What follows belongs to an exercise in optimizing a design on an open flow for small area, a short achievable clock period and few clock cycles per item; a production flow would make more cautious choices.
At most, simulation tests tie the RTL to the original design; equivalence was not proved.

==> run P: inputs <==
// mmt_top
module mmt_top (
	input  logic clk,
	input  logic rst_n,
	input  logic in_valid,
	input  logic in_valid2,
	input  mmt_pkg::elem_t matrix,
	input  mmt_pkg::mat_idx_t matrix_idx,
	input  mmt_pkg::mode_t mode,
	output logic out_valid,
	output mmt_pkg::acc_t out_value
);
==> module matrix_loader, before the edit <==
module matrix_loader (
	input  logic clk,
	input  logic rst_n,
	input  logic in_valid,
	input  logic in_valid2,
	input  mmt_pkg::elem_t matrix,
	input  mmt_pkg::mat_idx_t matrix_idx,
	input  mmt_pkg::mode_t mode,
	output logic wr_en,
	output logic [5:0] wr_addr,
	output mmt_pkg::elem_t wr_data,
	output mmt_pkg::mode_t mode_r,
	output logic [1:0] idx_ac,     
	output logic q_second          
);
	logic [5:0] load_cnt;
	logic [1:0] q_cnt;
	always_ff @(posedge clk or negedge rst_n) begin
		if (!rst_n) begin
			load_cnt <= '0;
			wr_en <= 1'b0;
			q_cnt <= 2'd0;
		end else begin
			wr_en <= in_valid;
			load_cnt <= in_valid ? load_cnt + 6'd1 : 6'd0;
			q_cnt <= (in_valid2 && q_cnt != 2'd2) ? q_cnt + 2'd1 : 2'd0;
		end
	end
	always_ff @(posedge clk) begin
		wr_addr <= load_cnt;
		wr_data <= matrix;
		if (in_valid2 && q_cnt == 2'd0) begin
			mode_r <= mode;
		end
		if (in_valid2 && q_cnt != 2'd1) begin
			idx_ac <= matrix_idx[1:0];
		end
	end
	assign q_second = in_valid2 && (q_cnt == 2'd1);
endmodule
==> module mmt_top, before the edit <==
module mmt_top (
	input  logic clk,
	input  logic rst_n,
	input  logic in_valid,
	input  logic in_valid2,
	input  mmt_pkg::elem_t matrix,
	input  mmt_pkg::mat_idx_t matrix_idx,
	input  mmt_pkg::mode_t mode,
	output logic out_valid,
	output mmt_pkg::acc_t out_value
);
	localparam int rw = 28;    
	localparam int p1 = 1;     
	localparam int p2 = 1;     
	logic wr_en;
	logic [5:0] wr_addr;
	mmt_pkg::elem_t wr_data;
	mmt_pkg::mode_t mode_r;
	logic [1:0] idx_ac;
	logic q_second;
	mmt_pkg::mat_t mat_ac;
	mmt_pkg::mat_t mat_b;
	matrix_loader u_loader (
		.clk(clk),
		.rst_n(rst_n),
		.in_valid(in_valid),
		.in_valid2(in_valid2),
		.matrix(matrix),
		.matrix_idx(matrix_idx),
		.mode(mode),
		.wr_en(wr_en),
		.wr_addr(wr_addr),
		.wr_data(wr_data),
		.mode_r(mode_r),
		.idx_ac(idx_ac),
		.q_second(q_second)
	);
	matrix_store u_store (
		.clk(clk),
		.wr_en(wr_en),
		.wr_addr(wr_addr),
		.wr_data(wr_data),
		.sel_ac(idx_ac),
		.sel_b(matrix_idx[1:0]),
		.mat_ac(mat_ac),
		.mat_b(mat_b)
	);
	localparam int n_ph = 5 + p1 + p2;
	logic [n_ph:1] ph;
	logic busy;
	logic keep;
	logic last;
	assign last = ph[n_ph];
	always_ff @(posedge clk or negedge rst_n) begin
		if (!rst_n) begin
			ph <= '0;
			busy <= 1'b0;
			keep <= 1'b0;
		end else begin
			ph <= {ph[n_ph-1:1], q_second};
			busy <= q_second || (busy && !last);
			keep <= ph[1 + p1 + p2] || ph[2 + p1 + p2] || ph[3 + p1 + p2];
		end
	end
	function automatic logic [127:0] transpose(input logic [127:0] m);
		for (int r = 0; r < 4; r++) begin
			for (int c = 0; c < 4; c++) begin
				transpose[8*(4*c+r) +: 8] = m[8*(4*r+c) +: 8];
			end
		end
	endfunction
	mmt_pkg::mat_t mat_ac_t;
	mmt_pkg::mat_t a_work;
	mmt_pkg::mat_t c_work;
	mmt_pkg::mat_t m_op;
	logic load_c;
	assign mat_ac_t = (busy ? (mode_r != 2'd3) : (mode_r == 2'd1)) ? transpose(mat_ac) : mat_ac;
	assign load_c = ph[1 + p1];
	always_ff @(posedge clk) begin
		a_work <= q_second ? mat_ac_t : {a_work[127:96], a_work[127:32]};
		c_work <= load_c ? mat_ac_t : {c_work[127:96], c_work[127:32]};
	end
	always_ff @(posedge clk) begin
		if (q_second) begin
			m_op <= (mode_r == 2'd2) ? transpose(mat_b) : mat_b;
		end
	end
	logic [17:0] u [0:3];
	logic [17:0] u_r [0:3];
	for (genvar j = 0; j < 4; j++) begin : g_s1
		dot4_8x8 u_dot (
			.clk(clk),
			.x0(a_work[7:0]),
			.x1(a_work[15:8]),
			.x2(a_work[23:16]),
			.x3(a_work[31:24]),
			.m0(m_op[8*(0+j) +: 8]),
			.m1(m_op[8*(4+j) +: 8]),
			.m2(m_op[8*(8+j) +: 8]),
			.m3(m_op[8*(12+j) +: 8]),
			.u(u[j])
		);
	end
	always_ff @(posedge clk) begin
		for (int j = 0; j < 4; j++) begin
			u_r[j] <= u[j];
		end
	end
	logic [rw-1:0] acc;
	logic [rw-1:0] r;
	dot4_18x8_acc u_s2 (
		.clk(clk),
		.u0(u_r[0]),
		.u1(u_r[1]),
		.u2(u_r[2]),
		.u3(u_r[3]),
		.y0(c_work[7:0]),
		.y1(c_work[15:8]),
		.y2(c_work[23:16]),
		.y3(c_work[31:24]),
		.acc(acc),
		.r(r)
	);
	always_ff @(posedge clk) begin
		acc <= keep ? r : '0;
	end
	always_ff @(posedge clk or negedge rst_n) begin
		if (!rst_n) begin
			out_valid <= 1'b0;
			out_value <= '0;
		end else begin
			out_valid <= last;
			out_value <= last ? {{(50 - rw){r[rw-1]}}, r} : '0;
		end
	end
endmodule
Settings: LEC_CHECK=0, ABC_CLOCK_PERIOD_IN_PS=3500, CAP_MARGIN=20, CORE_MARGIN=2, CORE_UTILIZATION=40, SETUP_SLACK_MARGIN=4.3, SLEW_MARGIN=20; clock period 8.0 ns.
run.sh (not shown) runs the stock make flow with config.mk's settings and CLKGATE_MAP_FILE= SYNTH_SCRIPT=/design/flow/synth_recipe.tcl, a recipe that flattens the netlist after the stock synthesis.
==> run C: changes against run P <==
--- a/flow/design.v
+++ b/flow/design.v
@@ -24,2 +24,3 @@
 	output logic [1:0] idx_ac,     
+	output logic [1:0] idx_b,      
 	output logic q_second          
@@ -48,2 +49,5 @@
 		end
+		if (in_valid2 && q_cnt == 2'd1) begin
+			idx_b <= matrix_idx[1:0];
+		end
 	end
@@ -2545,2 +2549,3 @@
 	logic [1:0] idx_ac;
+	logic [1:0] idx_b;
 	logic q_second;
@@ -2561,2 +2566,3 @@
 		.idx_ac(idx_ac),
+		.idx_b(idx_b),
 		.q_second(q_second)
@@ -2569,3 +2575,3 @@
 		.sel_ac(idx_ac),
-		.sel_b(matrix_idx[1:0]),
+		.sel_b(q_second ? matrix_idx[1:0] : idx_b),
 		.mat_ac(mat_ac),
@@ -2609,5 +2615,3 @@
 	always_ff @(posedge clk) begin
-		if (q_second) begin
-			m_op <= (mode_r == 2'd2) ? transpose(mat_b) : mat_b;
-		end
+		m_op <= (mode_r == 2'd2) ? transpose(mat_b) : mat_b;
 	end
==> flow/flow/run.sh (new file) <==
#!/bin/bash
# Layout flow: the standard flow (standard.sh, ORFS to finish) with one
# change to synthesis: Yosys's synth runs with -noabc, which skips its quick
# ABC pass before full-adder extraction (that pass leaves an inverter between
# most of the adder cells). Registers and everything after synthesis are as
# in the standard flow. Tool output goes to flow_make.log here and to ORFS's
# own logs under orfs/logs.
set -euo pipefail
sed '1s/yosys synth -nofsm -noshare/yosys synth -nofsm -noshare -noabc/' synth_recipe.tcl > flow_synth.tcl
grep -q -- '-noabc' flow_synth.tcl
sed "s#SYNTH_SCRIPT=[^ ]*#SYNTH_SCRIPT=$PWD/flow_synth.tcl#" standard.sh > flow_standard.sh
grep -q "SYNTH_SCRIPT=$PWD/flow_synth.tcl" flow_standard.sh
bash flow_standard.sh > flow_make.log 2>&1
==> flow/standard.sh (new file) <==
#!/bin/bash
# synth_recipe.tcl (not shown) runs the flow's synth.tcl, then flattens the netlist and writes it again
# the make line also repeats each setting of config.mk as NAME=value (left out here)
make -C /OpenROAD-flow-scripts/flow DESIGN_CONFIG=/design/flow/config.mk WORK_HOME=/design/flow/orfs CLKGATE_MAP_FILE= SYNTH_SCRIPT=/design/flow/synth_recipe.tcl "${@:-finish}"
--- a/flow/config.mk
+++ b/flow/config.mk
@@ -7,3 +7,2 @@
 export LEC_CHECK = 0
-export ABC_CLOCK_PERIOD_IN_PS = 3500
 export CAP_MARGIN = 20
removed: flow/run.sh
==> run Z: changes against run P <==
--- a/flow/design.v
+++ b/flow/design.v
@@ -24,2 +24,3 @@
 	output logic [1:0] idx_ac,     
+	output logic [1:0] idx_b,      
 	output logic q_second          
@@ -48,2 +49,5 @@
 		end
+		if (in_valid2 && q_cnt == 2'd1) begin
+			idx_b <= matrix_idx[1:0];
+		end
 	end
@@ -2545,2 +2549,3 @@
 	logic [1:0] idx_ac;
+	logic [1:0] idx_b;
 	logic q_second;
@@ -2561,2 +2566,3 @@
 		.idx_ac(idx_ac),
+		.idx_b(idx_b),
 		.q_second(q_second)
@@ -2569,3 +2575,3 @@
 		.sel_ac(idx_ac),
-		.sel_b(matrix_idx[1:0]),
+		.sel_b(q_second ? matrix_idx[1:0] : idx_b),
 		.mat_ac(mat_ac),
@@ -2599,16 +2605,23 @@
 	mmt_pkg::mat_t a_work;
-	mmt_pkg::mat_t c_work;
 	mmt_pkg::mat_t m_op;
-	logic load_c;
+	logic [31:0] y_next;
+	logic [31:0] y_op;
 	assign mat_ac_t = (busy ? (mode_r != 2'd3) : (mode_r == 2'd1)) ? transpose(mat_ac) : mat_ac;
-	assign load_c = ph[1 + p1];
 	always_ff @(posedge clk) begin
 		a_work <= q_second ? mat_ac_t : {a_work[127:96], a_work[127:32]};
-		c_work <= load_c ? mat_ac_t : {c_work[127:96], c_work[127:32]};
 	end
-	always_ff @(posedge clk) begin
-		if (q_second) begin
-			m_op <= (mode_r == 2'd2) ? transpose(mat_b) : mat_b;
+	always_comb begin
+		y_next = '0;
+		for (int t = 0; t < 4; t++) begin
+			if (ph[1 + p1 + t]) begin
+				y_next = y_next | mat_ac_t[32*t +: 32];
+			end
 		end
 	end
+	always_ff @(posedge clk) begin
+		y_op <= y_next;
+	end
+	always_ff @(posedge clk) begin
+		m_op <= (mode_r == 2'd2) ? transpose(mat_b) : mat_b;
+	end
 	logic [17:0] u [0:3];
@@ -2642,6 +2655,6 @@
 		.u3(u_r[3]),
-		.y0(c_work[7:0]),
-		.y1(c_work[15:8]),
-		.y2(c_work[23:16]),
-		.y3(c_work[31:24]),
+		.y0(y_op[7:0]),
+		.y1(y_op[15:8]),
+		.y2(y_op[23:16]),
+		.y3(y_op[31:24]),
 		.acc(acc),
--- a/flow/config.mk
+++ b/flow/config.mk
@@ -7,3 +7,2 @@
 export LEC_CHECK = 0
-export ABC_CLOCK_PERIOD_IN_PS = 3500
 export CAP_MARGIN = 20
==> run Y: changes against run P <==
--- a/flow/design.v
+++ b/flow/design.v
@@ -24,2 +24,3 @@
 	output logic [1:0] idx_ac,     
+	output logic [1:0] idx_b,      
 	output logic q_second          
@@ -48,2 +49,5 @@
 		end
+		if (in_valid2 && q_cnt == 2'd1) begin
+			idx_b <= matrix_idx[1:0];
+		end
 	end
@@ -2545,2 +2549,3 @@
 	logic [1:0] idx_ac;
+	logic [1:0] idx_b;
 	logic q_second;
@@ -2561,2 +2566,3 @@
 		.idx_ac(idx_ac),
+		.idx_b(idx_b),
 		.q_second(q_second)
@@ -2569,3 +2575,3 @@
 		.sel_ac(idx_ac),
-		.sel_b(matrix_idx[1:0]),
+		.sel_b(q_second ? matrix_idx[1:0] : idx_b),
 		.mat_ac(mat_ac),
@@ -2599,16 +2605,23 @@
 	mmt_pkg::mat_t a_work;
-	mmt_pkg::mat_t c_work;
 	mmt_pkg::mat_t m_op;
-	logic load_c;
+	logic [31:0] y_next;
+	logic [31:0] y_op;
 	assign mat_ac_t = (busy ? (mode_r != 2'd3) : (mode_r == 2'd1)) ? transpose(mat_ac) : mat_ac;
-	assign load_c = ph[1 + p1];
 	always_ff @(posedge clk) begin
 		a_work <= q_second ? mat_ac_t : {a_work[127:96], a_work[127:32]};
-		c_work <= load_c ? mat_ac_t : {c_work[127:96], c_work[127:32]};
 	end
-	always_ff @(posedge clk) begin
-		if (q_second) begin
-			m_op <= (mode_r == 2'd2) ? transpose(mat_b) : mat_b;
+	always_comb begin
+		y_next = '0;
+		for (int t = 0; t < 4; t++) begin
+			if (ph[1 + p1 + t]) begin
+				y_next = y_next | mat_ac_t[32*t +: 32];
+			end
 		end
 	end
+	always_ff @(posedge clk) begin
+		y_op <= y_next;
+	end
+	always_ff @(posedge clk) begin
+		m_op <= (mode_r == 2'd2) ? transpose(mat_b) : mat_b;
+	end
 	logic [17:0] u [0:3];
@@ -2642,6 +2655,6 @@
 		.u3(u_r[3]),
-		.y0(c_work[7:0]),
-		.y1(c_work[15:8]),
-		.y2(c_work[23:16]),
-		.y3(c_work[31:24]),
+		.y0(y_op[7:0]),
+		.y1(y_op[15:8]),
+		.y2(y_op[23:16]),
+		.y3(y_op[31:24]),
 		.acc(acc),
==> flow/flow/run.sh (new file) <==
#!/bin/bash
# Layout flow: the standard flow (standard.sh, ORFS to finish) with one
# change to synthesis: Yosys's synth runs with -noabc, which skips its quick
# ABC pass before full-adder extraction (that pass leaves an inverter between
# most of the adder cells). Registers and everything after synthesis are as
# in the standard flow. Tool output goes to flow_make.log here and to ORFS's
# own logs under orfs/logs.
set -euo pipefail
sed '1s/yosys synth -nofsm -noshare/yosys synth -nofsm -noshare -noabc/' synth_recipe.tcl > flow_synth.tcl
grep -q -- '-noabc' flow_synth.tcl
sed "s#SYNTH_SCRIPT=[^ ]*#SYNTH_SCRIPT=$PWD/flow_synth.tcl#" standard.sh > flow_standard.sh
grep -q "SYNTH_SCRIPT=$PWD/flow_synth.tcl" flow_standard.sh
bash flow_standard.sh > flow_make.log 2>&1
==> flow/standard.sh (new file) <==
#!/bin/bash
# synth_recipe.tcl (not shown) runs the flow's synth.tcl, then flattens the netlist and writes it again
# the make line also repeats each setting of config.mk as NAME=value (left out here)
make -C /OpenROAD-flow-scripts/flow DESIGN_CONFIG=/design/flow/config.mk WORK_HOME=/design/flow/orfs CLKGATE_MAP_FILE= SYNTH_SCRIPT=/design/flow/synth_recipe.tcl "${@:-finish}"
--- a/flow/config.mk
+++ b/flow/config.mk
@@ -7,3 +7,2 @@
 export LEC_CHECK = 0
-export ABC_CLOCK_PERIOD_IN_PS = 3500
 export CAP_MARGIN = 20
@@ -11,3 +10,3 @@
 export CORE_UTILIZATION = 40
-export SETUP_SLACK_MARGIN = 4.3
+export SETUP_SLACK_MARGIN = 4.1
 export SLEW_MARGIN = 20
removed: flow/run.sh
==> impl_metrics.yaml <==
global_routing:
  grt_use_met1_pct: 33.8
  grt_pass1_wl_mm: 424
finish:
  multi_input_cells: 4835
  regArea_um2: 32600
  drive_gt1_share_pct: 23.6
  multi_input_area_um2: 54900
die:
  design.core.area_um2: 220000
run_status:
  status: "no timing/DRC/antenna violations"
logic_synthesis:
  synth.distinct_cells: 70
place:
  hpwl_mm: 196
[end of results for run C]
==> impl_metrics.yaml <==
hold_path:
  min-delay-path-class: "flop to flop"
run_status:
  status: "no timing/DRC/antenna violations"
die:
  design.core.area_um2: 214000
finish:
  multi_input_cells: 4806
  multi_input_area_um2: 53600
  drive_gt1_share_pct: 16.3
  clk_share_pct: 4.55
  regArea_um2: 30200
global_routing:
  grt_use_met1_pct: 33.2
[end of results for run Y]
==> impl_metrics.yaml <==
global_routing:
  grt_use_met1_pct: 33.5
  grt_pass1_wl_mm: 427
  grtUsageTotal_pct: 26.4
finish:
  multi_input_cells: 4810
  drive_gt1_share_pct: 21.9
  multi_input_area_um2: 53500
  fin_area_um2: 103000
die:
  die_w_um: 474
  design.core.area_um2: 220000
run_status:
  status: "no timing/DRC/antenna violations"
place:
  hpwl_mm: 197
  placed_cell_area_um2: 91900
route:
  ant_nets: 0
setup_path:
  reg2reg_from: "a_work[16]"
[end of results for run Z]
==> impl_metrics.yaml <==
finish:
  seq_cell_count: 1296
  drive_gt1_share_pct: 23.6
  regArea_um2: 33600
  multi_input_area_um2: 53500
  multi_input_cells: 4809
die:
  design.core.area_um2: 228000
global_routing:
  grt_use_met1_pct: 32.9
  grt_pass1_wl_mm: 430
place:
  hpwl_mm: 201
run_status:
  status: "no timing/DRC/antenna violations"
logic_synthesis:
  synth.distinct_cells: 78
[end of results for run P]
Testbench counts of run P, summed over its fixed seeds: cycles 5,196, queries 576.
Testbench counts of run Z, summed over its fixed seeds: cycles 5,196, queries 576.
Testbench counts of run Y, summed over its fixed seeds: cycles 5,196, queries 576.
The RTL of run C was laid out without a check of its function.

## static timing again, ports no longer ideal
The flow's constraints put no driver on any port. The routed layouts listed below were extracted and timed again, unchanged, in two steps.
Step 1 sets driving cells, clkbuf_16 on the clock port and buf_2 on the other inputs (assumed; they add their load-dependent delay and slew).
Step 2 moves the port delays by t, midway between the first and last clock arrival at a register: inputs arrive t later, outputs are due t later. That takes back most of the time a late clock gives input paths.
a / b / c = no drivers / after step 1 / after step 2; a / b = the first two.
| run | t, ns | setup WS [ns] | worst setup path after step 2 | clock arrival spread, ns |
|---|---|---|---|---|
| run P | 0.889 | 4.000 / 4.000 / 3.679 | input to register | 0.065 / 0.066 |
| run C | 0.895 | 4.024 / 4.024 / 3.699 | input to register | 0.061 / 0.061 |
| run Z | 0.881 | 4.046 / 4.046 / 3.581 | input to register | 0.075 / 0.075 |
| run Y | 0.885 | 4.101 / 4.101 / 3.293 | input to register | 0.051 / 0.051 |
After both steps setup and hold are still met in every run listed. The setup slack of run Y, which loses most, moves by 0.000 ns with the drivers and by -0.808 ns with both steps.
